Source: an optimization exercise on an open RTL-to-GDS flow (aim: small area, a short achievable clock period and few clock cycles per item). Production flows keep margins and buffers that such runs may drop.
The RTL was checked by simulation tests, not by an equivalence proof against the original design.

File: flow/config.mk
export PLATFORM = sky130hd
export DESIGN_NAME = jacobi_polynomial_eval
export DESIGN_NICKNAME = jacobi_polynomial_eval
export VERILOG_FILES = /design/flow/design.v
export SDC_FILE = /design/flow/constraint.sdc
export NUM_CORES = 4
export LEC_CHECK = 0
export CAP_MARGIN = 40
export CORE_MARGIN = 2
export CORE_UTILIZATION = 50
export SLEW_MARGIN = 40
File: flow/run.sh
#!/bin/bash
# synth_recipe.tcl (not shown) runs the flow's synth.tcl, then flattens the netlist and writes it again
# the make line also repeats each setting of config.mk as NAME=value (left out here)
make -C /OpenROAD-flow-scripts/flow DESIGN_CONFIG=/design/flow/config.mk WORK_HOME=/design/flow/orfs CLKGATE_MAP_FILE= SYNTH_SCRIPT=/design/flow/synth_recipe.tcl finish
File: flow/design.v
package jpe_pkg;
	localparam int MAX_DEGREE = 32;
	localparam logic [1:0] REG_DEGREE = 2'd0;
	localparam logic [1:0] REG_ALPHA = 2'd1;
	localparam logic [1:0] REG_BETA = 2'd2;
	localparam logic [1:0] REG_SCALE = 2'd3;
endpackage
module jpe_qmul (
	input logic [56:0] a,
	input logic [31:0] b,
	input logic [64:0] c,
	output logic [89:0] p
);
	localparam logic [89:0] KFIX = 90'h2aaaaaaac00000000000000;
	logic [33:0] bx;
	logic [89:0] row [17];
	logic [89:0] negv;
	assign bx = {1'b0, b, 1'b0};
	always_comb begin
		negv = '0;
		for (int i = 0; i < 16; i++) begin
			logic one, two, neg;
			logic [57:0] mg;
			one = bx[2*i+1] ^ bx[2*i];
			two = (bx[2*i+2] & ~bx[2*i+1] & ~bx[2*i]) | (~bx[2*i+2] & bx[2*i+1] & bx[2*i]);
			neg = bx[2*i+2];
			mg = one ? {1'b0, a} : (two ? {a, 1'b0} : 58'd0);
			row[i] = 90'({~neg, mg ^ {58{neg}}}) << (2 * i);
			negv[2*i] = neg;
		end
		row[16] = 90'(bx[32] ? a : 57'd0) << 32;
	end
	always_comb begin
		p = KFIX + 90'(c) + negv;
		for (int i = 0; i < 17; i++)
			p = p + row[i];
	end
endmodule
module jpe_div_cell (
	input logic [51:0] den,
	input logic [53:0] den3,
	input logic [1:0] nb,
	input logic [51:0] rem_in,
	output logic [51:0] rem_out,
	output logic [1:0] q
);
	logic [53:0] r4;
	logic [54:0] d1, d2, d3;
	logic ge1, ge2, ge3;
	always_comb begin
		r4 = {rem_in, nb};
		d1 = {1'b0, r4} - {3'b0, den};
		d2 = {1'b0, r4} - {2'b0, den, 1'b0};
		d3 = {1'b0, r4} - {1'b0, den3};
		ge1 = ~d1[54];
		ge2 = ~d2[54];
		ge3 = ~d3[54];
		if (ge3) begin
			q = 2'd3;
			rem_out = d3[51:0];
		end else if (ge2) begin
			q = 2'd2;
			rem_out = d2[51:0];
		end else if (ge1) begin
			q = 2'd1;
			rem_out = d1[51:0];
		end else begin
			q = 2'd0;
			rem_out = r4[51:0];
		end
	end
endmodule
module jpe_qdiv (
	input logic clk,
	input logic arst_n,
	input logic start,
	input logic ld,  
	input logic ack,
	input logic [62:0] n_m,
	input logic n_s,
	input logic [51:0] d_m,
	input logic d_s,
	output logic busy,
	output logic done,
	output logic [62:0] q_m,
	output logic q_s,
	output logic q_sat
);
	logic busy_q, big_q, neg_q, zero_q, pn_q, first_q, dens_q;
	logic [6:0] p_q, p_d;
	logic [51:0] rem_q, den_q;
	logic [53:0] den3_q;
	logic [63:0] nq_q;
	logic fin;
	logic sk64, sk48, sk32, sk16;
	logic [51:0] rem_c [3];
	logic [1:0] q0, q1;
	logic [64:0] qr;
	always_comb begin
		sk64 = (nq_q[63:52] == '0) && (nq_q[51:0] < den_q);
		sk48 = ({4'd0, nq_q[63:16]} < den_q);
		sk32 = ({20'd0, nq_q[63:32]} < den_q);
		sk16 = ({36'd0, nq_q[63:48]} < den_q);
	end
	assign rem_c[0] = rem_q;
	jpe_div_cell u_c0 (
		.den(den_q), .den3(den3_q), .nb(nq_q[63:62] & {2{pn_q}}),
		.rem_in(rem_c[0]), .rem_out(rem_c[1]), .q(q0)
	);
	jpe_div_cell u_c1 (
		.den(den_q), .den3(den3_q), .nb(nq_q[61:60] & {2{pn_q}}),
		.rem_in(rem_c[1]), .rem_out(rem_c[2]), .q(q1)
	);
	assign fin = zero_q | big_q | (p_q == 7'd96);
	assign busy = busy_q;
	assign done = busy_q & fin;
	always_comb begin
		qr = {1'b0, nq_q} + 65'({rem_q, 1'b0} >= {1'b0, den_q});
		q_sat = zero_q | big_q | qr[64] | qr[63];
		if (zero_q)
			q_m = '0;
		else if (q_sat)
			q_m = '1;
		else
			q_m = qr[62:0];
		q_s = neg_q;
	end
	always_ff @(posedge clk or negedge arst_n) begin
		if (!arst_n)
			busy_q <= 1'b0;
		else if (start)
			busy_q <= 1'b1;
		else if (ack)
			busy_q <= 1'b0;
	end
	always_comb begin
		p_d = p_q + 7'd4;
		if (first_q) begin
			if (sk64)
				p_d = 7'd64;
			else if (sk48)
				p_d = 7'd48;
			else if (sk32)
				p_d = 7'd32;
			else if (sk16)
				p_d = 7'd16;
		end
	end
	always_ff @(posedge clk) begin
		if (start) begin
			p_q <= '0;
			pn_q <= 1'b1;
			first_q <= 1'b1;
			rem_q <= '0;
			nq_q <= {1'b0, n_m};
			big_q <= 1'b0;
			if (ld) begin
				den_q <= d_m;
				den3_q <= {2'b0, d_m} + {1'b0, d_m, 1'b0};
				dens_q <= d_s;
				zero_q <= (d_m == '0);
				neg_q <= n_s ^ d_s;
			end else
				neg_q <= n_s ^ dens_q;
		end else if (busy_q && !fin) begin
			p_q <= p_d;
			pn_q <= (p_d < 7'd64);
			first_q <= 1'b0;
			if (first_q && sk64) begin
				rem_q <= nq_q[51:0];
				nq_q <= '0;
			end else if (first_q && sk48) begin
				rem_q <= 52'(nq_q[63:16]);
				nq_q <= {nq_q[15:0], 48'd0};
			end else if (first_q && sk32) begin
				rem_q <= 52'(nq_q[63:32]);
				nq_q <= {nq_q[31:0], 32'd0};
			end else if (first_q && sk16) begin
				rem_q <= 52'(nq_q[63:48]);
				nq_q <= {nq_q[47:0], 16'd0};
			end else begin
				rem_q <= rem_c[2];
				nq_q <= {nq_q[59:0], q0, q1};
				big_q <= big_q | (~pn_q & (|nq_q[63:60]));
			end
		end
	end
endmodule
import jpe_pkg::*;
module jacobi_polynomial_eval (
	input logic clk,
	input logic arst_n,
	input logic cfg_we,
	input logic [1:0] cfg_addr,
	input logic [31:0] cfg_data,
	input logic s_tvalid,
	output logic s_tready,
	input logic [31:0] s_tdata,
	output logic m_tvalid,
	input logic m_tready,
	output logic [55:0] m_tdata
);
	typedef enum logic [5:0] {
		S_IDLE, S_AB, S_FA1, S_FA2, S_FA3, S_FB1, S_FB2, S_FB3,
		S_M2A, S_M3A, S_INA, S_G1A, S_M5, S_P2AA, S_P2AB, S_P1BA, S_P1BB, S_SW1,
		S_P1AA, S_P1AB, S_M2B, S_M3B, S_INB, S_G1B, S_DEN, S_P2BA, S_P2BB, S_SW2,
		S_FNAA, S_FNAB, S_OUTA, S_FNBA, S_FNBB, S_OUTB
	} state_t;
	localparam logic [62:0] MAX63 = '1;
	state_t state_q, state_d;
	logic [5:0] degree_q;
	logic [21:0] alpha_q, beta_q;
	logic [31:0] scale_q;
	logic [31:0] xa_q, xb_q;
	logic xa_s, xb_s, pb_q;
	logic [5:0] kp_q, kp_d;
	logic sata_q, satb_q;
	logic [47:0] val_q;
	logic ovf_q, mv_q;
	logic t_s, g0_s, ab_s, den_s, ya_s, yb_s, g1a_s, g1b_s, p2a_s, p2b_s;
	logic t_x, g1a_x, g1b_x, p2a_x, p2b_x;
	logic [62:0] t_m, ya_m, yb_m, g1a_m, g1b_m, p2a_m, p2b_m;
	logic [51:0] g0_m, den_m;
	logic [42:0] ab_m;
	logic [57:0] acc_q;
	logic dv_busy, dv_done, dv_s, dv_sat;
	logic [62:0] dv_m;
	logic [5:0] nn;
	assign nn = (degree_q > 6'd32) ? 6'd32 : degree_q;
	logic out_free;
	assign out_free = !mv_q || m_tready;
	logic sw1_go, sw2_go;
	assign sw1_go = (kp_q < 6'd3) || dv_done;
	assign sw2_go = (kp_q < 6'd3) || !pb_q || dv_done;
	always_comb begin
		state_d = state_q;
		kp_d = kp_q;
		case (state_q)
			S_IDLE: if (s_tvalid) state_d = S_AB;
			S_AB: state_d = S_FA1;
			S_FA1: state_d = S_FA2;
			S_FA2: state_d = S_FA3;
			S_FA3: state_d = S_FB1;
			S_FB1: state_d = S_FB2;
			S_FB2: state_d = S_FB3;
			S_FB3: begin
				kp_d = 6'd2;
				state_d = (nn < 6'd2) ? S_FNAA : S_M2A;
			end
			S_M2A: state_d = S_M3A;
			S_M3A: state_d = S_INA;
			S_INA: state_d = S_G1A;
			S_G1A: state_d = S_M5;
			S_M5: state_d = S_P2AA;
			S_P2AA: state_d = S_P2AB;
			S_P2AB: state_d = (kp_q < 6'd3) ? S_SW1 : S_P1BA;
			S_P1BA: state_d = S_P1BB;
			S_P1BB: state_d = S_SW1;
			S_SW1: if (sw1_go) state_d = (kp_q <= nn) ? S_P1AA : S_SW2;
			S_P1AA: state_d = S_P1AB;
			S_P1AB: state_d = S_M2B;
			S_M2B: state_d = S_M3B;
			S_M3B: state_d = S_INB;
			S_INB: state_d = S_G1B;
			S_G1B: state_d = S_DEN;
			S_DEN: state_d = S_P2BA;
			S_P2BA: state_d = S_P2BB;
			S_P2BB: state_d = S_SW2;
			S_SW2: if (sw2_go) begin
				kp_d = kp_q + 6'd1;
				if (kp_q > nn)
					state_d = S_FNAA;
				else if (kp_q < nn)
					state_d = S_M2A;
				else
					state_d = S_P1BA;
			end
			S_FNAA: state_d = S_FNAB;
			S_FNAB: state_d = S_OUTA;
			S_OUTA: if (out_free) state_d = pb_q ? S_FNBA : S_IDLE;
			S_FNBA: state_d = S_FNBB;
			S_FNBB: state_d = S_OUTB;
			S_OUTB: if (out_free) state_d = S_IDLE;
			default: state_d = S_IDLE;
		endcase
	end
	logic [24:0] al, be, sig, t2p, t1p, t0p, ksp, kap, kbp, amb, ap1, sp2;
	always_comb begin
		al = {{3{alpha_q[21]}}, alpha_q};
		be = {{3{beta_q[21]}}, beta_q};
		sig = al + be;
		t2p = {2'b0, kp_d, 17'd0} + sig;
		t1p = t2p - 25'h10000;
		t0p = t2p - 25'h20000;
		ksp = {3'b0, kp_d, 16'd0} + sig;
		kap = {3'b0, kp_d - 6'd1, 16'd0} + al;
		kbp = {3'b0, kp_d - 6'd1, 16'd0} + be;
		amb = al - be;
		ap1 = al + 25'h10000;
		sp2 = sig + 25'h20000;
	end
	logic [31:0] xraw;
	logic [34:0] xm1;
	assign xraw = (state_q == S_AB) ? xa_q : xb_q;
	assign xm1 = {xraw[31], xraw, 2'b00} - 35'h1_0000_0000;
	logic [34:0] sa, sa_d, sa_q;
	logic [24:0] sb, sb_d, sb_q;
	always_comb begin
		case (state_d)
			S_AB: sa = {{10{amb[24]}}, amb};
			S_FA1, S_FB1: sa = xm1;
			S_FA3, S_FB3: sa = {{10{ap1[24]}}, ap1};
			S_INA: sa = {{10{kap[24]}}, kap};
			default: sa = {{10{t2p[24]}}, t2p};  
		endcase
		case (state_d)
			S_AB: sb = sig;
			S_FA1, S_FB1: sb = sp2;
			S_G1A, S_G1B: sb = t1p;
			S_INB: sb = ksp;
			S_INA: sb = kbp;
			S_M5: sb = t2p;
			default: sb = t0p;  
		endcase
		sa_d = sa[34] ? 35'(-sa) : sa;
		sa_d[34] = sa[34];
		sb_d = sb[24] ? 25'(-sb) : sb;
		sb_d[24] = sb[24];
	end
	always_ff @(posedge clk) begin
		sa_q <= sa_d;
		sb_q <= sb_d;
	end
	logic sa_s, sb_s;
	logic [33:0] sa_m;
	logic [23:0] sb_m;
	assign sa_s = sa_q[34];
	assign sa_m = sa_q[33:0];
	assign sb_s = sb_q[24];
	assign sb_m = sb_q[23:0];
	typedef enum int {
		A_SM16, A_SM, A_K2, A_T, A_G1A, A_G1B, A_G0, A_SC, A_N
	} asel_t;
	typedef enum int {
		B_SM, B_HALF, B_XA, B_XB, B_YALO, B_YAHI, B_YBLO, B_YBHI, B_ONE, B_N
	} bsel_t;
	typedef enum int {
		C_15, C_29, C_31, C_ACC, C_N
	} csel_t;
	logic [A_N-1:0] as_d, as_q;
	logic [B_N-1:0] bs_d, bs_q;
	logic [C_N-1:0] cs_d, cs_q;
	logic first_d;
	assign first_d = (kp_d == 6'd2);
	always_comb begin
		as_d = '0;
		bs_d = '0;
		cs_d = '0;
		case (state_d)
			S_AB, S_M2A, S_M2B, S_INA: as_d[A_SM16] = 1'b1;
			S_FA1, S_FB1: as_d[A_SM] = 1'b1;
			S_INB: as_d[A_K2] = 1'b1;
			S_FA2, S_FB2, S_M3A, S_M3B, S_M5, S_DEN: as_d[A_T] = 1'b1;
			S_G1A, S_P1AA, S_P1AB: as_d[A_G1A] = 1'b1;
			S_G1B, S_P1BA, S_P1BB: as_d[A_G1B] = 1'b1;
			S_P2AA, S_P2AB, S_P2BA, S_P2BB: as_d[A_G0] = 1'b1;
			S_FNAA, S_FNAB, S_FNBA, S_FNBB: as_d[A_SC] = 1'b1;
			default: ;
		endcase
		case (state_d)
			S_FA2, S_FB2: bs_d[B_HALF] = 1'b1;
			S_M3A: bs_d[B_XA] = 1'b1;
			S_M3B: bs_d[B_XB] = 1'b1;
			S_P2AA: bs_d[B_YALO] = !first_d;
			S_P2AB: begin
				bs_d[B_YAHI] = !first_d;
				bs_d[B_ONE] = first_d;
			end
			S_P2BA: bs_d[B_YBLO] = !first_d;
			S_P2BB: begin
				bs_d[B_YBHI] = !first_d;
				bs_d[B_ONE] = first_d;
			end
			S_P1AA, S_FNAA: bs_d[B_YALO] = 1'b1;
			S_P1AB, S_FNAB: bs_d[B_YAHI] = 1'b1;
			S_P1BA, S_FNBA: bs_d[B_YBLO] = 1'b1;
			S_P1BB, S_FNBB: bs_d[B_YBHI] = 1'b1;
			default: bs_d[B_SM] = 1'b1;
		endcase
		case (state_d)
			S_P2AA, S_P2BA, S_P1AA, S_P1BA, S_FNAA, S_FNBA: cs_d[C_31] = 1'b1;
			S_P2AB, S_P2BB, S_P1AB, S_P1BB, S_FNAB, S_FNBB: cs_d[C_ACC] = 1'b1;
			S_M3A, S_M3B: cs_d[C_29] = 1'b1;
			default: cs_d[C_15] = 1'b1;
		endcase
	end
	always_ff @(posedge clk) begin
		as_q <= as_d;
		bs_q <= bs_d;
		cs_q <= cs_d;
	end
	logic [56:0] ma;
	logic [31:0] mb;
	logic [64:0] mc;
	logic m_as, m_bs;
	logic [89:0] mp;
	always_comb begin
		ma = ({57{as_q[A_SM16]}} & 57'({sa_m[23:0], 16'd0}))
			| ({57{as_q[A_SM]}} & 57'(sa_m))
			| ({57{as_q[A_K2]}} & 57'({kp_q, 33'd0}))
			| ({57{as_q[A_T]}} & t_m[56:0])
			| ({57{as_q[A_G1A]}} & g1a_m[56:0])
			| ({57{as_q[A_G1B]}} & g1b_m[56:0])
			| ({57{as_q[A_G0]}} & 57'({g0_m, 1'b0}))
			| ({57{as_q[A_SC]}} & 57'({scale_q, 8'd0}));
		m_as = ((as_q[A_SM16] | as_q[A_SM]) & sa_s) | (as_q[A_T] & t_s)
			| (as_q[A_G1A] & g1a_s) | (as_q[A_G1B] & g1b_s) | (as_q[A_G0] & ~g0_s);
		mb = ({32{bs_q[B_SM]}} & 32'(sb_m))
			| ({32{bs_q[B_HALF]}} & 32'h8000)
			| ({32{bs_q[B_XA]}} & xa_q)
			| ({32{bs_q[B_XB]}} & xb_q)
			| ({32{bs_q[B_YALO]}} & ya_m[31:0])
			| ({32{bs_q[B_YAHI]}} & {1'b0, ya_m[62:32]})
			| ({32{bs_q[B_YBLO]}} & yb_m[31:0])
			| ({32{bs_q[B_YBHI]}} & {1'b0, yb_m[62:32]})
			| ({32{bs_q[B_ONE]}} & 32'd1);
		m_bs = (bs_q[B_SM] & sb_s) | (bs_q[B_XA] & xa_s) | (bs_q[B_XB] & xb_s)
			| ((bs_q[B_YALO] | bs_q[B_YAHI]) & ya_s)
			| ((bs_q[B_YBLO] | bs_q[B_YBHI]) & yb_s);
		mc = ({65{cs_q[C_15]}} & 65'h8000)
			| ({65{cs_q[C_29]}} & 65'h2000_0000)
			| ({65{cs_q[C_31]}} & 65'h8000_0000)
			| ({65{cs_q[C_ACC]}} & 65'(acc_q));
	end
	jpe_qmul u_mul (.a(ma), .b(mb), .c(mc), .p(mp));
	logic r_s, r_sat;
	logic [62:0] r_m;
	always_comb begin
		r_s = m_as ^ m_bs;
		if (cs_q[C_15]) begin
			r_sat = |mp[89:79];
			r_m = mp[78:16];
		end else if (cs_q[C_29]) begin
			r_sat = 1'b0;  
			r_m = 63'(mp[89:30]);
		end else begin
			r_sat = |mp[89:63];
			r_m = mp[62:0];
		end
	end
	logic [62:0] t_e, g1a_e, g1b_e, p2a_e, p2b_e;
	assign t_e = t_x ? MAX63 : t_m;
	assign g1a_e = g1a_x ? MAX63 : g1a_m;
	assign g1b_e = g1b_x ? MAX63 : g1b_m;
	assign p2a_e = p2a_x ? MAX63 : p2a_m;
	assign p2b_e = p2b_x ? MAX63 : p2b_m;
	logic ax_s, ay_s, z_s, z_sat;
	logic [62:0] ax_m, ay_m, z_m;
	logic [63:0] zsum;
	always_comb begin
		case (state_q)
			S_FA3, S_FB3: begin ax_m = 63'({sa_m[23:0], 16'd0}); ax_s = sa_s; end
			S_SW1: begin ax_m = g1b_e; ax_s = g1b_s; end
			S_SW2: begin ax_m = g1a_e; ax_s = g1a_s; end
			default: begin ax_m = t_m; ax_s = t_s; end  
		endcase
		case (state_q)
			S_INA, S_INB: begin ay_m = 63'(ab_m); ay_s = ab_s; end
			S_SW1: begin ay_m = p2b_e; ay_s = p2b_s; end
			S_SW2: begin ay_m = p2a_e; ay_s = p2a_s; end
			default: begin ay_m = t_m; ay_s = t_s; end  
		endcase
		z_sat = 1'b0;
		if (ax_s == ay_s) begin
			zsum = {1'b0, ax_m} + {1'b0, ay_m};
			z_s = ax_s;
			z_sat = zsum[63];
			z_m = z_sat ? MAX63 : zsum[62:0];
		end else begin
			zsum = {1'b0, ax_m} - {1'b0, ay_m};
			if (zsum[63]) begin
				z_m = 63'(-zsum);
				z_s = ay_s;
			end else begin
				z_m = zsum[62:0];
				z_s = ax_s;
			end
		end
	end
	logic dv_start, dv_ld, dv_ack, acka, ackb;
	assign acka = (state_q == S_SW1) && (kp_q >= 6'd3) && dv_done;
	assign ackb = (state_q == S_SW2) && (kp_q >= 6'd3) && pb_q && dv_done;
	assign dv_ack = acka || ackb;
	assign dv_ld = (state_q == S_SW2) && sw2_go && (kp_q <= nn);
	assign dv_start = dv_ld || (acka && pb_q);
	jpe_qdiv u_div (
		.clk(clk), .arst_n(arst_n),
		.start(dv_start), .ld(dv_ld), .ack(dv_ack),
		.n_m(z_m), .n_s(z_s), .d_m(den_m), .d_s(den_s),
		.busy(dv_busy), .done(dv_done),
		.q_m(dv_m), .q_s(dv_s), .q_sat(dv_sat)
	);
	logic [47:0] fin_v;
	logic fin_sat;
	always_comb begin
		fin_sat = 1'b0;
		if (!t_s && (|t_e[62:47])) begin
			fin_v = 48'h7FFF_FFFF_FFFF;
			fin_sat = 1'b1;
		end else if (t_s && ((|t_e[62:48]) || (t_e[47] && (|t_e[46:0])))) begin
			fin_v = 48'h8000_0000_0000;
			fin_sat = 1'b1;
		end else begin
			fin_v = t_s ? 48'(-t_e[47:0]) : t_e[47:0];
		end
	end
	always_ff @(posedge clk or negedge arst_n) begin
		if (!arst_n) begin
			degree_q <= '0;
			alpha_q <= '0;
			beta_q <= '0;
			scale_q <= 32'd16777216;
		end else if (cfg_we) begin
			case (cfg_addr)
				REG_DEGREE: degree_q <= cfg_data[5:0];
				REG_ALPHA: alpha_q <= cfg_data[21:0];
				REG_BETA: beta_q <= cfg_data[21:0];
				REG_SCALE: scale_q <= cfg_data;
				default: ;
			endcase
		end
	end
	assign s_tready = (state_q == S_IDLE) || (state_q == S_AB);
	assign m_tvalid = mv_q;
	assign m_tdata = {7'd0, ovf_q, val_q};
	always_ff @(posedge clk or negedge arst_n) begin
		if (!arst_n) begin
			state_q <= S_IDLE;
			kp_q <= 6'd2;
			pb_q <= 1'b0;
			mv_q <= 1'b0;
		end else begin
			state_q <= state_d;
			kp_q <= kp_d;
			if (state_q == S_AB)
				pb_q <= s_tvalid;
			if ((state_q == S_OUTA || state_q == S_OUTB) && out_free)
				mv_q <= 1'b1;
			else if (mv_q && m_tready)
				mv_q <= 1'b0;
		end
	end
	always_ff @(posedge clk) begin
		if (state_q == S_IDLE)
			xa_q <= s_tdata;
		if (state_q == S_AB)
			xb_q <= s_tdata;
		if (state_q == S_FA1) begin
			xa_q <= xa_q[31] ? 32'(-xa_q) : xa_q;
			xa_s <= xa_q[31];
		end
		if (state_q == S_FB1) begin
			xb_q <= xb_q[31] ? 32'(-xb_q) : xb_q;
			xb_s <= xb_q[31];
		end
		if (state_q == S_AB) begin
			ab_m <= r_m[42:0];
			ab_s <= r_s;
		end
		case (state_q)
			S_FA1, S_FA2, S_FB1, S_FB2, S_M2A, S_M3A, S_INA, S_M2B, S_M3B, S_INB,
			S_FNAB, S_FNBB: begin
				t_m <= r_m;
				t_s <= r_s;
				t_x <= r_sat;
			end
			default: ;
		endcase
		if (state_q == S_FA3) begin
			ya_m <= (nn == 6'd0) ? 63'h1_0000_0000 : z_m;
			ya_s <= (nn == 6'd0) ? 1'b0 : z_s;
		end
		if (state_q == S_FB3) begin
			yb_m <= (nn == 6'd0) ? 63'h1_0000_0000 : z_m;
			yb_s <= (nn == 6'd0) ? 1'b0 : z_s;
		end
		if (acka) begin
			ya_m <= dv_m;
			ya_s <= dv_s;
		end
		if (ackb) begin
			yb_m <= dv_m;
			yb_s <= dv_s;
		end
		case (state_q)
			S_INA: begin g1a_m <= z_m; g1a_s <= z_s; g1a_x <= 1'b0; end
			S_G1A, S_P1AB: begin g1a_m <= r_m; g1a_s <= r_s; g1a_x <= r_sat; end
			default: ;
		endcase
		case (state_q)
			S_INB: begin g1b_m <= z_m; g1b_s <= z_s; g1b_x <= 1'b0; end
			S_G1B, S_P1BB: begin g1b_m <= r_m; g1b_s <= r_s; g1b_x <= r_sat; end
			default: ;
		endcase
		if (state_q == S_P2AB) begin
			p2a_m <= r_m;
			p2a_s <= r_s;
			p2a_x <= r_sat;
		end
		if (state_q == S_P2BB) begin
			p2b_m <= r_m;
			p2b_s <= r_s;
			p2b_x <= r_sat;
		end
		if (state_q == S_DEN) begin
			den_m <= r_m[51:0];
			den_s <= r_s;
		end
		if (state_q == S_M5) begin
			g0_m <= r_m[51:0];
			g0_s <= r_s;
		end
		case (state_q)
			S_P2AA, S_P2BA, S_P1AA, S_P1BA, S_FNAA, S_FNBA: acc_q <= mp[89:32];
			default: ;
		endcase
		if (state_q == S_IDLE)
			sata_q <= 1'b0;
		else if ((state_q == S_P2AB || state_q == S_P1AB || state_q == S_FNAB) && r_sat)
			sata_q <= 1'b1;
		else if (state_q == S_SW2 && dv_ld && z_sat)
			sata_q <= 1'b1;
		else if (acka && dv_sat)
			sata_q <= 1'b1;
		if (state_q == S_IDLE)
			satb_q <= 1'b0;
		else if ((state_q == S_P2BB || state_q == S_P1BB || state_q == S_FNBB) && r_sat)
			satb_q <= 1'b1;
		else if (state_q == S_SW1 && acka && pb_q && z_sat)
			satb_q <= 1'b1;
		else if (ackb && dv_sat)
			satb_q <= 1'b1;
		if ((state_q == S_OUTA || state_q == S_OUTB) && out_free) begin
			val_q <= fin_v;
			ovf_q <= ((state_q == S_OUTA) ? sata_q : satb_q) | fin_sat;
		end
	end
endmodule
File: flow/constraint.sdc
create_clock -name core_clock -period 20.0 [get_ports {clk}]
set_input_delay 4.0000 -clock core_clock [delete_from_list [all_inputs] [get_ports {clk}]]
set_output_delay 4.0000 -clock core_clock [all_outputs]
set_load 0.01 [all_outputs]
==> reports/metrics.cfg, run 1 <==
[sta]
hold_viol=0
tns_ns=0
finalCritPeriodShare_pct=69.4
hold_slack_ns=0.460
slew_headroom_pct=26.4
maxSlewViolCount=0
fin_crit_ns=13.89
worst_slew_pin_slew_ns=1.10
fmax_mhz=72.0
finClkSkew_ns=0.138
rsz0062_at_grt=false
setup_viol=0

[clock_network]
htreeDepth=4
cts_hold_buf=0
clk-insertion-delay-late_ns=0.94
clk_pin_slew_ns=0.06
cts-buffers-inserted=148
cts_tree=built
clockBufferDepth=4
cts-root-buf=clkbuf_16
postCtsSetupRepairBufs=0
post_cts_resized=0
cts.sinks=1188

[worst_hold_path]
hold_path.class=register to register
hold_depth=0

[critical_path]
ff2ff_path_depth=34
cp_max_fo=52
cp.arrival_ns=14.53
crit_top_cell=fa_1
critPathLaunchType=register
criticalPathCategory=register to register
critical-path-slowest-cell=a221oi_1
slowest_delay_ns=0.71
end_kind=register
worstPathRequired_ns=20.64

[drt]
ant_nets=0
detail_route.wl_per_cell_um=36.4
wl_mm=820
viasPerCell=7.44
drt_iter0_drc=30600
drc=0
num_vias=168000
drtPass1Iterations=11

[synth]
netlist_instances=19100
yosysUniqueCellTypes=115
ys.flop_type=edfxtp_1
synthesis.area_mm2=0.155
synth_area_per_cell_um2=8.09
synth_seq_cells=1188
synthArstFlopShare_pct=8.16
ys_seq_area_share_pct=21.8
synth_edf_count=947
yosysWarnings=7

[finish]
area_growth_syn_to_layout_pct=7.34
drive_gt1_share_pct=7.59
num-nets-final=20200

[grt]
grt_pass1_wl_mm=1140
grt.overflow.total=0
grt_max_degree=118
grt_pass1_vias=153000
grt.total_usage_pct=50.0
antenna_found_initial=70

[die]
num_rows=204
io_pins=129
fp.coreArea_mm2=0.308
initial_core_util_pct=50.2
die_area_mm2=0.314
fp.dieW_um=560
die_h_um=560

[placement]
place.gp.congestion=1.12
place_hpwl_mm=602
port_buffers=121

[outcome]
status=complete, no violations

[run]
drv_cap=0

-- placed cells by master, fill, tap and decap left out, types with 577 or more instances in the layout --
cell,count
nand2_1,1148
a21oi_1,1949
nor2_1,1141
ha_1,1006
fa_1,897
buf_4,577
o21ai_0,1889
o22ai_1,809
inv_1,1341
edfxtp_1,947
o221ai_1,636
-- cell type report --
| cell class | instances | area (um^2) |
|---|---|---|
| Sequential cell | 1188 | 33800 |
| Clock buffer | 184 | 4060 |
| Inverter | 1366 | 5140 |
| Fill cell | 29300 | 142000 |
| Tap cell | 4120 | 5150 |
| Timing Repair Buffer | 744 | 6170 |
| Multi-Input combinational cell | 14800 | 110000 |
| Clock inverter | 83 | 968 |
| Antenna cell | 82 | 205 |
-- final timing paths --
path                          from            to  slack (ns)
max                        bs_q[4]         g1a_x        6.11
min                          den_s  u_div.dens_q        0.46
max reg2reg                bs_q[4]         g1a_x        6.11
min reg2reg                  den_s  u_div.dens_q        0.46
max in group asynchronous   arst_n       kp_q[5]       15.76
min in group asynchronous   arst_n   scale_q[28]        3.12
-- cells in the mapped netlist (81+ instances only) --
library cell / instances / area (um^2)
a21oi_1: 1961 / 9810
o21ai_0: 1913 / 9570
clkbuf_1: 1566 / 5880
inv_1: 1349 / 5060
nand2_1: 1191 / 4470
nor2_1: 1174 / 4410
ha_1: 1006 / 12600
edfxtp_1: 947 / 28400
fa_1: 897 / 18000
o22ai_1: 823 / 5150
o221ai_1: 636 / 5570
xnor2_1: 558 / 4890
a21o_1: 425 / 3190
nand3_1: 364 / 1820
xor2_1: 277 / 2430
a221oi_1: 273 / 2390
nor3_1: 257 / 1290
a22oi_1: 252 / 1890
mux2i_1: 201 / 2010
buf_1: 195 / 732
a31oi_1: 178 / 1110
and3_1: 161 / 1010
and2_1: 146 / 913
dfxtp_1: 144 / 2880
nand4_1: 142 / 888
nand2b_1: 139 / 870
a211oi_1: 132 / 991
o21bai_1: 130 / 976
o21a_1: 126 / 946
nor2b_1: 109 / 682
o31ai_1: 106 / 796
o211ai_1: 102 / 766
mux2_2: 101 / 1140
dfrtp_1: 95 / 2380
or3_1: 94 / 588
nor4_1: 81 / 507
-- state kept, by name, summed over array words and instances (netlist names), 43 cells and up --
register and cells:
val_q 48, u_div.den_q 51, g1a_m 63, den_m 52, p2a_m 63, u_div.den3_q 54
g0_m 52, acc_q 58, t_m 63, p2b_m 63, ab_m 43, ya_m 63
u_div.rem_q 52, u_div.nq_q 64, g1b_m 63, yb_m 63
-- critical path: cells and delay by family, from the launching register on --
kind,cells,cell delay [ns]
AND/OR/NAND/NOR,10,4.28
AO/OA/AOI/OAI,10,3.61
adder cells (fa/ha/maj),7,3.42
buffers and inverters,6,1.65
flip-flops,1,0.29
XOR/XNOR,1,0.16
-- metrics by stage --
| step | cells | utilization (%) | worst slack (ns) | instance area [um^2] |
|---|---|---|---|---|
| after detailed placement | 22200 | 52.0 | 6.91 | 160000 |
| after floorplan | 19100 | - | 10.25 | 155000 |
| after global placement | 22100 | 51.8 | 6.64 | 160000 |
| after global routing | 22500 | 53.8 | 6.03 | 166000 |
| after CTS | 22400 | 53.6 | 6.90 | 165000 |
| final | 22500 | 53.8 | 6.11 | 166000 |
-- cells by family (layout without fill, tap and decap cells) --
logic type               Yosys count  count (layout)  synth area share [%]
AO/OA/AOI/OAI                   7636            7636                  31.4
other                              1              89               0.00243
AND/OR/NAND/NOR                 4083            4083                  12.5
multiplexers                     303             303                  2.05
buffers and inverters           3161            2377                  7.72
XOR/XNOR                         835             835                  4.73
adder cells (fa/ha/maj)         1903            1903                  19.8
flip-flops                      1188            1188                  21.8
-- per-layer routing --
layer	part of all wire (%)	routed length (um)	global-route usage (%)	up-vias
met5	0.28	2330	4.82	-
met4	8.8	71900	34.6	84
met3	17	139000	24.5	3601
met2	38	314000	66.8	14700
met1	36	293000	62.0	80300
li1	-	-	-	68900
Testbench counts, summed over its fixed seeds: cycles 57,160, items 576.
==> inputs of run 2 (changes only) <==
--- a/flow/design.v
+++ b/flow/design.v
@@ -86,7 +86,7 @@
 	output logic q_s,
 	output logic q_sat
 );
-	logic busy_q, big_q, neg_q, zero_q, pn_q, first_q, dens_q;
+	logic busy_q, big_q, neg_q, zero_q, pn_q, dens_q;
 	logic [6:0] p_q, p_d;
 	logic [51:0] rem_q, den_q;
 	logic [53:0] den3_q;
@@ -96,11 +96,15 @@
 	logic [51:0] rem_c [3];
 	logic [1:0] q0, q1;
 	logic [64:0] qr;
-	always_comb begin
-		sk64 = (nq_q[63:52] == '0) && (nq_q[51:0] < den_q);
-		sk48 = ({4'd0, nq_q[63:16]} < den_q);
-		sk32 = ({20'd0, nq_q[63:32]} < den_q);
-		sk16 = ({36'd0, nq_q[63:48]} < den_q);
+	logic [51:0] dn;
+	logic [63:0] n64;
+	assign dn = ld ? d_m : den_q;
+	assign n64 = {1'b0, n_m};
+	always_comb begin
+		sk64 = (n64[63:52] == '0) && (n64[51:0] < dn);
+		sk48 = ({4'd0, n64[63:16]} < dn);
+		sk32 = ({20'd0, n64[63:32]} < dn);
+		sk16 = ({36'd0, n64[63:48]} < dn);
 	end
 	assign rem_c[0] = rem_q;
 	jpe_div_cell u_c0 (
@@ -133,27 +137,32 @@
 		else if (ack)
 			busy_q <= 1'b0;
 	end
-	always_comb begin
-		p_d = p_q + 7'd4;
-		if (first_q) begin
-			if (sk64)
-				p_d = 7'd64;
-			else if (sk48)
-				p_d = 7'd48;
-			else if (sk32)
-				p_d = 7'd32;
-			else if (sk16)
-				p_d = 7'd16;
-		end
-	end
+	assign p_d = p_q + 7'd4;
 	always_ff @(posedge clk) begin
 		if (start) begin
-			p_q <= '0;
-			pn_q <= 1'b1;
-			first_q <= 1'b1;
-			rem_q <= '0;
-			nq_q <= {1'b0, n_m};
+			pn_q <= !sk64;
 			big_q <= 1'b0;
+			if (sk64) begin
+				p_q <= 7'd64;
+				rem_q <= n64[51:0];
+				nq_q <= '0;
+			end else if (sk48) begin
+				p_q <= 7'd48;
+				rem_q <= 52'(n64[63:16]);
+				nq_q <= {n64[15:0], 48'd0};
+			end else if (sk32) begin
+				p_q <= 7'd32;
+				rem_q <= 52'(n64[63:32]);
+				nq_q <= {n64[31:0], 32'd0};
+			end else if (sk16) begin
+				p_q <= 7'd16;
+				rem_q <= 52'(n64[63:48]);
+				nq_q <= {n64[47:0], 16'd0};
+			end else begin
+				p_q <= '0;
+				rem_q <= '0;
+				nq_q <= n64;
+			end
 			if (ld) begin
 				den_q <= d_m;
 				den3_q <= {2'b0, d_m} + {1'b0, d_m, 1'b0};
@@ -165,24 +174,9 @@
 		end else if (busy_q && !fin) begin
 			p_q <= p_d;
 			pn_q <= (p_d < 7'd64);
-			first_q <= 1'b0;
-			if (first_q && sk64) begin
-				rem_q <= nq_q[51:0];
-				nq_q <= '0;
-			end else if (first_q && sk48) begin
-				rem_q <= 52'(nq_q[63:16]);
-				nq_q <= {nq_q[15:0], 48'd0};
-			end else if (first_q && sk32) begin
-				rem_q <= 52'(nq_q[63:32]);
-				nq_q <= {nq_q[31:0], 32'd0};
-			end else if (first_q && sk16) begin
-				rem_q <= 52'(nq_q[63:48]);
-				nq_q <= {nq_q[47:0], 16'd0};
-			end else begin
-				rem_q <= rem_c[2];
-				nq_q <= {nq_q[59:0], q0, q1};
-				big_q <= big_q | (~pn_q & (|nq_q[63:60]));
-			end
+			rem_q <= rem_c[2];
+			nq_q <= {nq_q[59:0], q0, q1};
+			big_q <= big_q | (~pn_q & (|nq_q[63:60]));
 		end
 	end
 endmodule
@@ -201,9 +195,9 @@
 	output logic [55:0] m_tdata
 );
 	typedef enum logic [5:0] {
-		S_IDLE, S_AB, S_FA1, S_FA2, S_FA3, S_FB1, S_FB2, S_FB3,
-		S_M2A, S_M3A, S_INA, S_G1A, S_M5, S_P2AA, S_P2AB, S_P1BA, S_P1BB, S_SW1,
-		S_P1AA, S_P1AB, S_M2B, S_M3B, S_INB, S_G1B, S_DEN, S_P2BA, S_P2BB, S_SW2,
+		S_IDLE, S_AB, S_FA1, S_FA2, S_FB1, S_FB2, S_FB3,
+		S_P1BA, S_P1BB, S_M3A, S_INA, S_G1A, S_M5, S_P2AA, S_P2AB, S_SW1,
+		S_P1AA, S_P1AB, S_M3B, S_INB, S_G1B, S_DEN, S_P2BA, S_P2BB, S_SW2,
 		S_FNAA, S_FNAB, S_OUTA, S_FNBA, S_FNBB, S_OUTB
 	} state_t;
 	localparam logic [62:0] MAX63 = '1;
@@ -223,7 +217,7 @@
 	logic [51:0] g0_m, den_m;
 	logic [42:0] ab_m;
 	logic [57:0] acc_q;
-	logic dv_busy, dv_done, dv_s, dv_sat;
+	logic dv_busy, dv_done, dv_s, dv_sat, acka, ackb;
 	logic [62:0] dv_m;
 	logic [5:0] nn;
 	assign nn = (degree_q > 6'd32) ? 6'd32 : degree_q;
@@ -236,30 +230,28 @@
 		state_d = state_q;
 		kp_d = kp_q;
 		case (state_q)
-			S_IDLE: if (s_tvalid) state_d = S_AB;
+			S_IDLE: begin
+				kp_d = 6'd2;
+				if (s_tvalid)
+					state_d = S_AB;
+			end
 			S_AB: state_d = S_FA1;
 			S_FA1: state_d = S_FA2;
-			S_FA2: state_d = S_FA3;
-			S_FA3: state_d = S_FB1;
+			S_FA2: state_d = S_FB1;
 			S_FB1: state_d = S_FB2;
 			S_FB2: state_d = S_FB3;
-			S_FB3: begin
-				kp_d = 6'd2;
-				state_d = (nn < 6'd2) ? S_FNAA : S_M2A;
-			end
-			S_M2A: state_d = S_M3A;
-			S_M3A: state_d = S_INA;
+			S_FB3: state_d = (nn < 6'd2) ? S_FNAA : S_M3A;
+			S_P1BA: state_d = S_P1BB;
+			S_P1BB: state_d = S_M3A;
+			S_M3A: state_d = (kp_q <= nn) ? S_INA : S_SW1;
 			S_INA: state_d = S_G1A;
 			S_G1A: state_d = S_M5;
 			S_M5: state_d = S_P2AA;
 			S_P2AA: state_d = S_P2AB;
-			S_P2AB: state_d = (kp_q < 6'd3) ? S_SW1 : S_P1BA;
-			S_P1BA: state_d = S_P1BB;
-			S_P1BB: state_d = S_SW1;
-			S_SW1: if (sw1_go) state_d = (kp_q <= nn) ? S_P1AA : S_SW2;
+			S_P2AB: state_d = S_SW1;
+			S_SW1: if (sw1_go) state_d = (kp_q <= nn) ? S_P1AA : S_FNAA;
 			S_P1AA: state_d = S_P1AB;
-			S_P1AB: state_d = S_M2B;
-			S_M2B: state_d = S_M3B;
+			S_P1AB: state_d = S_M3B;
 			S_M3B: state_d = S_INB;
 			S_INB: state_d = S_G1B;
 			S_G1B: state_d = S_DEN;
@@ -268,16 +260,11 @@
 			S_P2BB: state_d = S_SW2;
 			S_SW2: if (sw2_go) begin
 				kp_d = kp_q + 6'd1;
-				if (kp_q > nn)
-					state_d = S_FNAA;
-				else if (kp_q < nn)
-					state_d = S_M2A;
-				else
-					state_d = S_P1BA;
+				state_d = (kp_q > nn) ? S_FNBA : S_P1BA;
 			end
 			S_FNAA: state_d = S_FNAB;
 			S_FNAB: state_d = S_OUTA;
-			S_OUTA: if (out_free) state_d = pb_q ? S_FNBA : S_IDLE;
+			S_OUTA: if (out_free) state_d = pb_q ? S_SW2 : S_IDLE;
 			S_FNBA: state_d = S_FNBB;
 			S_FNBB: state_d = S_OUTB;
 			S_OUTB: if (out_free) state_d = S_IDLE;
@@ -285,20 +272,24 @@
 		endcase
 	end
 	logic [24:0] al, be, sig, t2p, t1p, t0p, ksp, kap, kbp, amb, ap1, sp2;
+	logic [5:0] ks;
+	assign ks = (state_d == S_SW2) ? kp_q + 6'd1 : kp_d;
 	always_comb begin
 		al = {{3{alpha_q[21]}}, alpha_q};
 		be = {{3{beta_q[21]}}, beta_q};
 		sig = al + be;
-		t2p = {2'b0, kp_d, 17'd0} + sig;
+		t2p = {2'b0, ks, 17'd0} + sig;
 		t1p = t2p - 25'h10000;
 		t0p = t2p - 25'h20000;
-		ksp = {3'b0, kp_d, 16'd0} + sig;
-		kap = {3'b0, kp_d - 6'd1, 16'd0} + al;
-		kbp = {3'b0, kp_d - 6'd1, 16'd0} + be;
+		ksp = {3'b0, ks, 16'd0} + sig;
+		kap = {3'b0, ks - 6'd1, 16'd0} + al;
+		kbp = {3'b0, ks - 6'd1, 16'd0} + be;
 		amb = al - be;
 		ap1 = al + 25'h10000;
 		sp2 = sig + 25'h20000;
 	end
+	logic [23:0] ap1_m;
+	assign ap1_m = ap1[24] ? 24'(-ap1) : ap1[23:0];
 	logic [31:0] xraw;
 	logic [34:0] xm1;
 	assign xraw = (state_q == S_AB) ? xa_q : xb_q;
@@ -309,7 +300,6 @@
 		case (state_d)
 			S_AB: sa = {{10{amb[24]}}, amb};
 			S_FA1, S_FB1: sa = xm1;
-			S_FA3, S_FB3: sa = {{10{ap1[24]}}, ap1};
 			S_INA: sa = {{10{kap[24]}}, kap};
 			default: sa = {{10{t2p[24]}}, t2p};  
 		endcase
@@ -348,7 +338,7 @@
 		C_15, C_29, C_31, C_ACC, C_N
 	} csel_t;
 	logic [A_N-1:0] as_d, as_q;
-	logic [B_N-1:0] bs_d, bs_q;
+	logic [B_N-1:0] bs_d;
 	logic [C_N-1:0] cs_d, cs_q;
 	logic first_d;
 	assign first_d = (kp_d == 6'd2);
@@ -357,7 +347,7 @@
 		bs_d = '0;
 		cs_d = '0;
 		case (state_d)
-			S_AB, S_M2A, S_M2B, S_INA: as_d[A_SM16] = 1'b1;
+			S_AB, S_FB3, S_SW1, S_SW2, S_INA: as_d[A_SM16] = 1'b1;
 			S_FA1, S_FB1: as_d[A_SM] = 1'b1;
 			S_INB: as_d[A_K2] = 1'b1;
 			S_FA2, S_FB2, S_M3A, S_M3B, S_M5, S_DEN: as_d[A_T] = 1'b1;
@@ -396,9 +386,34 @@
 	end
 	always_ff @(posedge clk) begin
 		as_q <= as_d;
-		bs_q <= bs_d;
 		cs_q <= cs_d;
 	end
+	logic [62:0] yan_m, ybn_m;
+	logic yan_s, ybn_s;
+	assign yan_m = acka ? dv_m : ya_m;
+	assign yan_s = acka ? dv_s : ya_s;
+	assign ybn_m = ackb ? dv_m : yb_m;
+	assign ybn_s = ackb ? dv_s : yb_s;
+	logic [31:0] mb_d, mb_q;
+	logic mbs_d, mbs_q;
+	always_comb begin
+		mb_d = ({32{bs_d[B_SM]}} & 32'(sb_d[23:0]))
+			| ({32{bs_d[B_HALF]}} & 32'h8000)
+			| ({32{bs_d[B_XA]}} & xa_q)
+			| ({32{bs_d[B_XB]}} & xb_q)
+			| ({32{bs_d[B_YALO]}} & yan_m[31:0])
+			| ({32{bs_d[B_YAHI]}} & {1'b0, yan_m[62:32]})
+			| ({32{bs_d[B_YBLO]}} & ybn_m[31:0])
+			| ({32{bs_d[B_YBHI]}} & {1'b0, ybn_m[62:32]})
+			| ({32{bs_d[B_ONE]}} & 32'd1);
+		mbs_d = (bs_d[B_SM] & sb_d[24]) | (bs_d[B_XA] & xa_s) | (bs_d[B_XB] & xb_s)
+			| ((bs_d[B_YALO] | bs_d[B_YAHI]) & yan_s)
+			| ((bs_d[B_YBLO] | bs_d[B_YBHI]) & ybn_s);
+	end
+	always_ff @(posedge clk) begin
+		mb_q <= mb_d;
+		mbs_q <= mbs_d;
+	end
 	logic [56:0] ma;
 	logic [31:0] mb;
 	logic [64:0] mc;
@@ -415,18 +430,8 @@
 			| ({57{as_q[A_SC]}} & 57'({scale_q, 8'd0}));
 		m_as = ((as_q[A_SM16] | as_q[A_SM]) & sa_s) | (as_q[A_T] & t_s)
 			| (as_q[A_G1A] & g1a_s) | (as_q[A_G1B] & g1b_s) | (as_q[A_G0] & ~g0_s);
-		mb = ({32{bs_q[B_SM]}} & 32'(sb_m))
-			| ({32{bs_q[B_HALF]}} & 32'h8000)
-			| ({32{bs_q[B_XA]}} & xa_q)
-			| ({32{bs_q[B_XB]}} & xb_q)
-			| ({32{bs_q[B_YALO]}} & ya_m[31:0])
-			| ({32{bs_q[B_YAHI]}} & {1'b0, ya_m[62:32]})
-			| ({32{bs_q[B_YBLO]}} & yb_m[31:0])
-			| ({32{bs_q[B_YBHI]}} & {1'b0, yb_m[62:32]})
-			| ({32{bs_q[B_ONE]}} & 32'd1);
-		m_bs = (bs_q[B_SM] & sb_s) | (bs_q[B_XA] & xa_s) | (bs_q[B_XB] & xb_s)
-			| ((bs_q[B_YALO] | bs_q[B_YAHI]) & ya_s)
-			| ((bs_q[B_YBLO] | bs_q[B_YBHI]) & yb_s);
+		mb = mb_q;
+		m_bs = mbs_q;
 		mc = ({65{cs_q[C_15]}} & 65'h8000)
 			| ({65{cs_q[C_29]}} & 65'h2000_0000)
 			| ({65{cs_q[C_31]}} & 65'h8000_0000)
@@ -459,15 +464,15 @@
 	logic [63:0] zsum;
 	always_comb begin
 		case (state_q)
-			S_FA3, S_FB3: begin ax_m = 63'({sa_m[23:0], 16'd0}); ax_s = sa_s; end
-			S_SW1: begin ax_m = g1b_e; ax_s = g1b_s; end
-			S_SW2: begin ax_m = g1a_e; ax_s = g1a_s; end
+			S_FB1, S_FB3: begin ax_m = 63'({ap1_m, 16'd0}); ax_s = ap1[24]; end
+			S_M3A: begin ax_m = g1b_e; ax_s = g1b_s; end
+			S_M3B: begin ax_m = g1a_e; ax_s = g1a_s; end
 			default: begin ax_m = t_m; ax_s = t_s; end  
 		endcase
 		case (state_q)
 			S_INA, S_INB: begin ay_m = 63'(ab_m); ay_s = ab_s; end
-			S_SW1: begin ay_m = p2b_e; ay_s = p2b_s; end
-			S_SW2: begin ay_m = p2a_e; ay_s = p2a_s; end
+			S_M3A: begin ay_m = p2b_e; ay_s = p2b_s; end
+			S_M3B: begin ay_m = p2a_e; ay_s = p2a_s; end
 			default: begin ay_m = t_m; ay_s = t_s; end  
 		endcase
 		z_sat = 1'b0;
@@ -487,16 +492,20 @@
 			end
 		end
 	end
-	logic dv_start, dv_ld, dv_ack, acka, ackb;
+	logic dv_start, dv_ld, dv_ack;
 	assign acka = (state_q == S_SW1) && (kp_q >= 6'd3) && dv_done;
 	assign ackb = (state_q == S_SW2) && (kp_q >= 6'd3) && pb_q && dv_done;
 	assign dv_ack = acka || ackb;
 	assign dv_ld = (state_q == S_SW2) && sw2_go && (kp_q <= nn);
 	assign dv_start = dv_ld || (acka && pb_q);
+	logic [62:0] num_m;
+	logic num_s;
+	assign num_m = (state_q == S_SW1) ? p2b_m : p2a_m;
+	assign num_s = (state_q == S_SW1) ? p2b_s : p2a_s;
 	jpe_qdiv u_div (
 		.clk(clk), .arst_n(arst_n),
 		.start(dv_start), .ld(dv_ld), .ack(dv_ack),
-		.n_m(z_m), .n_s(z_s), .d_m(den_m), .d_s(den_s),
+		.n_m(num_m), .n_s(num_s), .d_m(den_m), .d_s(den_s),
 		.busy(dv_busy), .done(dv_done),
 		.q_m(dv_m), .q_s(dv_s), .q_sat(dv_sat)
 	);
@@ -568,15 +577,15 @@
 			ab_s <= r_s;
 		end
 		case (state_q)
-			S_FA1, S_FA2, S_FB1, S_FB2, S_M2A, S_M3A, S_INA, S_M2B, S_M3B, S_INB,
-			S_FNAB, S_FNBB: begin
+			S_FA1, S_FA2, S_FB1, S_FB2, S_FB3, S_M3A, S_INA, S_SW1, S_M3B, S_INB,
+			S_SW2, S_FNAB, S_FNBB: begin
 				t_m <= r_m;
 				t_s <= r_s;
 				t_x <= r_sat;
 			end
 			default: ;
 		endcase
-		if (state_q == S_FA3) begin
+		if (state_q == S_FB1) begin
 			ya_m <= (nn == 6'd0) ? 63'h1_0000_0000 : z_m;
 			ya_s <= (nn == 6'd0) ? 1'b0 : z_s;
 		end
@@ -606,11 +615,19 @@
 			p2a_m <= r_m;
 			p2a_s <= r_s;
 			p2a_x <= r_sat;
+		end else if (state_q == S_M3B) begin
+			p2a_m <= z_m;
+			p2a_s <= z_s;
+			p2a_x <= 1'b0;
 		end
 		if (state_q == S_P2BB) begin
 			p2b_m <= r_m;
 			p2b_s <= r_s;
 			p2b_x <= r_sat;
+		end else if (state_q == S_M3A && kp_q >= 6'd3) begin
+			p2b_m <= z_m;
+			p2b_s <= z_s;
+			p2b_x <= 1'b0;
 		end
 		if (state_q == S_DEN) begin
 			den_m <= r_m[51:0];
@@ -628,7 +645,7 @@
 			sata_q <= 1'b0;
 		else if ((state_q == S_P2AB || state_q == S_P1AB || state_q == S_FNAB) && r_sat)
 			sata_q <= 1'b1;
-		else if (state_q == S_SW2 && dv_ld && z_sat)
+		else if (state_q == S_M3B && z_sat)
 			sata_q <= 1'b1;
 		else if (acka && dv_sat)
 			sata_q <= 1'b1;
@@ -636,7 +653,7 @@
 			satb_q <= 1'b0;
 		else if ((state_q == S_P2BB || state_q == S_P1BB || state_q == S_FNBB) && r_sat)
 			satb_q <= 1'b1;
-		else if (state_q == S_SW1 && acka && pb_q && z_sat)
+		else if (state_q == S_M3A && kp_q >= 6'd3 && z_sat)
 			satb_q <= 1'b1;
 		else if (ackb && dv_sat)
 			satb_q <= 1'b1;
==> flow/flow/run.sh (new file) <==
#!/bin/bash
set -euo pipefail
bash standard.sh SETUP_SLACK_MARGIN=11 finish > flow_standard.log 2>&1
==> flow/standard.sh (new file) <==
#!/bin/bash
# synth_recipe.tcl (not shown) runs the flow's synth.tcl, then flattens the netlist and writes it again
# the make line also repeats each setting of config.mk as NAME=value (left out here)
make -C /OpenROAD-flow-scripts/flow DESIGN_CONFIG=/design/flow/config.mk WORK_HOME=/design/flow/orfs CLKGATE_MAP_FILE= SYNTH_SCRIPT=/design/flow/synth_recipe.tcl "${@:-finish}"
--- a/flow/config.mk
+++ b/flow/config.mk
@@ -7,5 +7,5 @@
 export LEC_CHECK = 0
 export CAP_MARGIN = 40
 export CORE_MARGIN = 2
-export CORE_UTILIZATION = 50
+export CORE_UTILIZATION = 40
 export SLEW_MARGIN = 40
removed: flow/run.sh
==> reports/metrics.cfg, run 2 <==
[outcome]
status=complete, no violations

[clock_network]
cts_hold_buf=0  ; unchanged
clk_pin_slew_ns=0.07  ; about the same
cts_tree=built
clk-insertion-delay-late_ns=0.90  ; -0.04 ns
cts.sinks=1187  ; -0.084%
clockBufferDepth=4  ; unchanged
cts-root-buf=clkbuf_16
htreeDepth=4  ; unchanged
cts-buffers-inserted=152  ; +2.7%

[grt]
antenna_found_initial=122  ; +74%
grt_pass1_wl_mm=1270  ; +11%
grt.total_usage_pct=42.5  ; -7.5 points
grt.overflow.total=0  ; unchanged
grt_max_degree=124  ; +5.1%
grt_pass1_vias=163000  ; +6.4%

[worst_hold_path]
hold_path.class=register to register

[run]
drv_cap=0  ; unchanged

[synth]
synth_edf_count=1007  ; +6.3%
netlist_instances=21300  ; +11%
synth_seq_cells=1187  ; -0.084%
synthesis.area_mm2=0.165  ; +6.7%
ys.flop_type=edfxtp_1
synthArstFlopShare_pct=8.17  ; about the same
yosys.area.top_type=edfxtp_1
synth_common_cells=2227 x a21oi_1, 2204 x nand2_1, 1854 x nor2_1, 1567 x clkbuf_1, 1565 x o21ai_0
yosysWarnings=7  ; unchanged
synth_area_per_cell_um2=7.76  ; -4.1%
ys_seq_area_share_pct=20.8  ; -1.0 points
synth_top_area_share_pct=18.3  ; -0.071 points
yosysUniqueCellTypes=119  ; +3.5%
yosysMostFrequentCell=a21oi_1
synthAdderAreaFrac_pct=20.5  ; +0.75 points
netlist_top_cells_area=edfxtp_1 18%, fa_1 11%, ha_1 7.6%
synth_top_family_by_area=compound AO/OA/AOI/OAI gates
synth_compound_area_share_pct=27.7  ; -3.7 points
synthMuxAreaShare_pct=2.75  ; +0.70 points
synthSimpleGateAreaFrac_pct=15.7  ; +3.3 points
synthXorXnorAreaFrac_pct=4.76  ; +0.029 points

[drt]
num_vias=182000  ; +8.3%
drtPass1Iterations=13  ; +2
drt_iter0_drc=28800  ; -5.9%
wl_mm=937  ; +14%
viasPerCell=6.79  ; -8.8%
drc=0  ; unchanged
detail_route.wl_per_cell_um=35.0  ; -3.7%
ant_nets=0  ; unchanged

[placement]
place.gp.congestion=1.05  ; -6.8%
port_buffers=121  ; unchanged
place_hpwl_mm=654  ; +8.6%
dpl_cell_area_mm2=0.173  ; +7.8%

[sta]
fmax_mhz=98.1  ; +36%
maxSlewViolCount=0  ; unchanged
setup_viol=0  ; unchanged
rsz0062_at_grt=true
fin_crit_ns=10.19  ; -3.70 ns
hold_viol=0  ; unchanged
worst_slew_pin_slew_ns=1.07  ; -0.0314 ns
finClkSkew_ns=0.0699  ; -0.0677 ns
finalCritPeriodShare_pct=50.9  ; -18 points
slew_headroom_pct=28.2  ; +1.9 points
tns_ns=0  ; unchanged

[critical_path]
cp.arrival_ns=10.93  ; -3.60 ns
criticalPathCategory=register to register
worstPathRequired_ns=20.74  ; +0.10 ns
critPathLaunchType=register
slowest_delay_ns=0.65  ; -0.06 ns
cp_max_fo=35  ; -33%
critical-path-slowest-cell=a22oi_1
end_kind=register
crit_top_cell=fa_1

[finish]
largest-register=u_div.nq_q
most-common-layout-cells=2124 x nand2_1, 2045 x a21oi_1, 1780 x nor2_1
drive_gt1_share_pct=14.9  ; +7.3 points
area_growth_syn_to_layout_pct=19.0
largest_register_ffs=64  ; unchanged
final_common_cell=nand2_1
num-nets-final=23000  ; +14%
fill_cells=39600  ; +35%
stdcell_area_mm2=0.196  ; +18%

[die]
fp.dieW_um=646  ; +15%
initial_core_util_pct=40.2  ; -9.9 points
io_pins=129  ; unchanged
fp.coreArea_mm2=0.410  ; +33%
num_rows=235  ; +15%
die_area_mm2=0.418  ; +33%
die_h_um=646  ; +15%

[run 2: final timing paths]
check / endpoint / cells after the start / slack [ns] / start
setup reg to reg: sata_q / 35 / 9.81 / as_q[1]
setup / recovery: sata_q / 35 / 9.81 / as_q[1]
hold / removal: u_div.dens_q / 0 / 0.49 / den_s
min in group asynchronous: beta_q[20] / 1 / 3.12 / arst_n
hold reg to reg: u_div.dens_q / 0 / 0.49 / den_s
max in group asynchronous: kp_q[4] / 2 / 15.63 / arst_n
[run 2: layout make-up]
| type | instances | area (um^2) | area share [%] |
|---|---|---|---|
| Sequential cell | 1187 | 34500 | 17.6 |
| Timing Repair Buffer | 1545 | 18200 | 9.28 |
| Timing Repair inverter | 1 | 7.51 | 0.00382 |
| Antenna cell | 126 | 315 | 0.161 |
| Tap cell | 5451 | 6820 | 3.47 |
| Clock buffer | 192 | 4140 | 2.11 |
| Clock inverter | 74 | 872 | 0.444 |
| Multi-Input combinational cell | 16700 | 126000 | 64.1 |
| Inverter | 1454 | 5580 | 2.84 |
[run 2: logic make-up (layout without fill, tap and decap cells)]
| kind of cell | count (synthesis) | count (layout) |
|---|---|---|
| compound gates | 7305 | 7306 |
| xor+xnor | 896 | 896 |
| fa+ha+maj | 2235 | 2235 |
| buf+inv | 3372 | 3266 |
| flops | 1187 | 1187 |
| mux | 439 | 439 |
| other cells | 1 | 134 |
| simple gates | 5830 | 5840 |
[run 2: worst max-delay path, delay by kind of cell, from the launching register on]
family / cells / cell delay (ns)
DFF: 1 / 0.32
buffers and inverters: 7 / 1.12
adders and majority gates: 8 / 3.62
xor gates and xnor gates: 1 / 0.17
and+or+nand+nor: 6 / 1.89
AOI/OAI and AO/OA: 13 / 2.86
[run 2: per-stage QoR]
| stage | hold WS (ns) | cells | util, % | setup WS [ns] |
|---|---|---|---|---|
| 2_1_floorplan | 0.426 | 21300 | - | 11.00 |
| 3_3_place_gp | 0.437 | 25500 | 41.9 | 7.62 |
| 3_5_place_dp | 0.461 | 25500 | 42.1 | 7.65 |
| 4_1_cts | 0.475 | 26400 | 46.3 | 9.92 |
| 5_1_grt | 0.506 | 26700 | 47.8 | 9.72 |
| 6_report | 0.492 | 26800 | 47.9 | 9.81 |
[run 2: layer usage]
metal | part of all wire [%] | GRT usage [%] | vias to the layer above
met5 | 0.14 | 0.752 | -
met4 | 9.5 | 31.7 | 66
met3 | 15 | 16.1 | 3203
met2 | 40 | 59.4 | 13900
met1 | 36 | 52.8 | 88000
li1 | - | - | 76400
[run 2: timing repair]
item                                    in CTS  in global routing
buffers inserted                           471                249
gates cloned                                67                 26
endpoints found under the setup margin     800                688
resized for setup                         1267                732
pin swaps                                  315                245
Testbench counts of run 2, summed over its fixed seeds: cycles 51,072, items 576.
==> inputs of run 3 (changes only) <==
--- a/flow/design.v
+++ b/flow/design.v
@@ -28,10 +28,10 @@
 			row[i] = 90'({~neg, mg ^ {58{neg}}}) << (2 * i);
 			negv[2*i] = neg;
 		end
-		row[16] = 90'(bx[32] ? a : 57'd0) << 32;
+		row[16] = (90'(bx[32] ? a : 57'd0) << 32) | negv;
 	end
 	always_comb begin
-		p = KFIX + 90'(c) + negv;
+		p = KFIX + 90'(c);
 		for (int i = 0; i < 17; i++)
 			p = p + row[i];
 	end
@@ -95,7 +95,6 @@
 	logic sk64, sk48, sk32, sk16;
 	logic [51:0] rem_c [3];
 	logic [1:0] q0, q1;
-	logic [64:0] qr;
 	logic [51:0] dn;
 	logic [63:0] n64;
 	assign dn = ld ? d_m : den_q;
@@ -118,15 +117,16 @@
 	assign fin = zero_q | big_q | (p_q == 7'd96);
 	assign busy = busy_q;
 	assign done = busy_q & fin;
+	logic rup;
 	always_comb begin
-		qr = {1'b0, nq_q} + 65'({rem_q, 1'b0} >= {1'b0, den_q});
-		q_sat = zero_q | big_q | qr[64] | qr[63];
+		rup = ({rem_q, 1'b0} >= {1'b0, den_q});
+		q_sat = zero_q | big_q | nq_q[63] | ((&nq_q[62:0]) & rup);
 		if (zero_q)
 			q_m = '0;
 		else if (q_sat)
 			q_m = '1;
 		else
-			q_m = qr[62:0];
+			q_m = nq_q[62:0] + 63'(rup);
 		q_s = neg_q;
 	end
 	always_ff @(posedge clk or negedge arst_n) begin
@@ -637,10 +637,7 @@
 			g0_m <= r_m[51:0];
 			g0_s <= r_s;
 		end
-		case (state_q)
-			S_P2AA, S_P2BA, S_P1AA, S_P1BA, S_FNAA, S_FNBA: acc_q <= mp[89:32];
-			default: ;
-		endcase
+		acc_q <= mp[89:32];
 		if (state_q == S_IDLE)
 			sata_q <= 1'b0;
 		else if ((state_q == S_P2AB || state_q == S_P1AB || state_q == S_FNAB) && r_sat)
==> flow/run.sh (new file) <==
#!/bin/bash
# synth_recipe.tcl (not shown) runs the flow's synth.tcl, then flattens the netlist and writes it again
# the make line also repeats each setting of config.mk as NAME=value (left out here)
make -C /OpenROAD-flow-scripts/flow DESIGN_CONFIG=/design/flow/config.mk WORK_HOME=/design/flow/orfs CLKGATE_MAP_FILE= SYNTH_SCRIPT=/design/flow/synth_recipe.tcl finish
removed: flow/flow/run.sh
removed: flow/standard.sh
==> reports/metrics.cfg, run 3 <==
[sta]
setup_ws_ns=7.41  ; -2.40 ns
hold_slack_ns=0.452  ; -0.0399 ns
worst_slew_pin_slew_ns=1.06  ; -0.0135 ns
rsz0062_at_grt=false
setup_viol=0  ; unchanged
tns_ns=0  ; unchanged
finalCritPeriodShare_pct=63.0  ; +12 points
finClkSkew_ns=0.105  ; +0.0347 ns
hold_viol=0  ; unchanged
maxSlewViolCount=0  ; unchanged
slew_headroom_pct=29.2  ; +0.97 points

[grt]
grt_max_degree=167  ; +35%
grt_pass1_wl_mm=1150  ; -9.6%
grt_pass1_vias=152000  ; -6.2%
grt.total_usage_pct=38.4  ; -4.1 points
antenna_found_initial=90  ; -26%
grt.overflow.total=0  ; unchanged

[finish]
area_growth_syn_to_layout_pct=8.05
final_common_cell=a21oi_1
largest-register=u_div.nq_q
largest_register_ffs=64  ; unchanged
most-common-layout-cells=2193 x a21oi_1, 1962 x nor2_1, 1812 x nand2_1
drive_gt1_share_pct=7.05  ; -7.9 points
num-nets-final=21800  ; -5.3%
fill_cells=40600  ; +2.6%

[synth]
synth_area_per_cell_um2=7.73  ; -0.30%
yosys.area.top_type=edfxtp_1
synth_seq_cells=1187  ; unchanged
synth_top_area_share_pct=17.7  ; -0.67 points
netlist_top_cells_area=edfxtp_1 18%, fa_1 11%, ha_1 7.8%
yosysMostFrequentCell=a21oi_1
yosysUniqueCellTypes=109  ; -8.4%
yosysWarnings=7  ; unchanged
ys.flop_type=edfxtp_1

[die]
io_pins=129  ; unchanged
initial_core_util_pct=40.1  ; -0.11 points
die_h_um=639  ; -1.1%
die_area_mm2=0.408  ; -2.2%

[drt]
drtPass1Iterations=7  ; -6
drt_iter0_drc=26900  ; -6.7%
ant_nets=0  ; unchanged
wl_mm=818  ; -13%
detail_route.wl_per_cell_um=32.3  ; -7.8%

[critical_path]
critical-path-slowest-cell=a2111oi_1
cp_max_fo=34  ; -2.9%
criticalPathCategory=register to register
slowest_delay_ns=0.84  ; +0.19 ns
crit_top_cell=buf_4
path_delay_family=compound AO/OA/AOI/OAI gates
worstPathRequired_ns=20.70  ; -0.04 ns

[placement]
place.gp.congestion=1.05  ; about the same
port_buffers=121  ; unchanged

[run]
drv_cap=0  ; unchanged

[clock_network]
post_cts_resized=0  ; -100%
cts_hold_buf=0  ; unchanged
clk_pin_slew_ns=0.07  ; about the same
clockBufferDepth=4  ; unchanged
clk-insertion-delay-late_ns=0.90  ; about the same
cts-root-buf=clkbuf_16
cts_tree=built
cts-buffers-inserted=158  ; +3.9%

[worst_hold_path]
hold_path.class=register to register

[outcome]
status=complete, no violations

run 3: cell types whose count changed after synthesis, sizes merged, moves of 66 or more:
cell,previous run,this run
nand2,2204,1855
maj3,337,116
nor2,1854,1997
o22ai,822,936
a22oi,402,500
o21ai,1593,1680
o221ai,135,57
a221oi,333,399
run 3: kinds of logic after synthesis:
| kind of cell | count (synthesis) | share of synthesized area (%) |
|---|---|---|
| muxes | 446 | 2.87 |
| buffers and inverters | 3321 | 7.76 |
| xor gates and xnor gates | 835 | 4.55 |
| DFF | 1187 | 20.9 |
| adders and majority gates | 2014 | 19.6 |
| AOI/OAI and AO/OA | 7524 | 29.1 |
| other | 1 | 0.00232 |
| and+or+nand+nor | 5534 | 15.2 |
run 3: through the flow:
stage	utilization, %	area, um^2	std cells
5_1_grt	43.3	174000	25300
4_1_cts	43.1	173000	25200
3_3_place_gp	41.7	168000	24900
6_report	43.3	174000	25300
2_1_floorplan	-	161000	20900
3_5_place_dp	41.9	168000	25000
run 3: layout make-up:
class	instances	area, um^2	share of cell area (%)
multi-input cells	16400	117000	67.2
diodes	90	225	0.129
inverters	1448	5440	3.12
flip-flops and latches	1187	33900	19.4
well taps	5287	6620	3.79
clock inverters	67	696	0.399
repair buffers	698	6020	3.45
clock buffers	208	4290	2.46
run 3: final timing paths:
check / start / depth (start not counted) / endpoint / slack (ns)
setup / recovery: u_div.rem_q[14] / 34 / u_div.rem_q[28] / 7.41
setup reg to reg: u_div.rem_q[14] / 34 / u_div.rem_q[28] / 7.41
min in group asynchronous: arst_n / 1 / beta_q[14] / 3.20
hold / removal: den_s / 0 / u_div.dens_q / 0.45
max in group asynchronous: arst_n / 2 / scale_q[26] / 15.70
hold reg to reg: den_s / 0 / u_div.dens_q / 0.45
run 3: routing by layer:
layer | vias to the layer above | track usage (%) | share of wire (%) | routed length (um)
met5 | - | 0 | 0.052 | 426
met2 | 11300 | 54.1 | 40 | 331000
met3 | 1787 | 11.8 | 13 | 108000
met1 | 83000 | 53.0 | 41 | 332000
met4 | 64 | 18.4 | 5.7 | 46200
li1 | 73400 | - | - | -
run 3: worst register-to-register path: cells and delay by family, from the launching register on:
kind | cells | cell delay [ns]
AND/OR/NAND/NOR | 9 | 2.42
buffers and inverters | 5 | 1.75
AO/OA/AOI/OAI | 18 | 7.21
flip-flops | 1 | 0.46
adder cells (fa/ha/maj) | 2 | 0.60
Testbench counts of run 3, summed over its fixed seeds: cycles 51,072, items 576.

-- afterwards: timing with drivers on the ports --
How much do the figures lean on ideal ports? The routed layouts below were timed once more, with nothing changed but the port constraints.
Step 1: set_driving_cell puts a clkbuf_16 on clk and a buf_2 on each other input, an assumption about the parent block.
Step 2 adds t to the input delays and takes it off the output delays; t is the mean of the earliest and latest rising clock arrival at the registers after step 1. Input paths then give back, and output paths get back, about the clock's delay inside the block.
Slacks: ideal / step 1 / step 2; pairs: ideal / step 1.
run	t, ns	setup WS [ns]	hold WS [ns]	worst setup path after step 2	worst register clock-pin slew, ns
run 1	0.998	6.111 / 6.111 / 6.111	0.460 / 0.460 / 0.460	register to register	0.10 / 0.10
run 2	0.959	9.810 / 9.810 / 9.810	0.492 / 0.492 / 0.492	register to register	0.07 / 0.07
run 3	0.956	7.405 / 7.405 / 7.405	0.452 / 0.452 / 0.452	register to register	0.07 / 0.07
After both steps setup and hold are still met in every run listed.
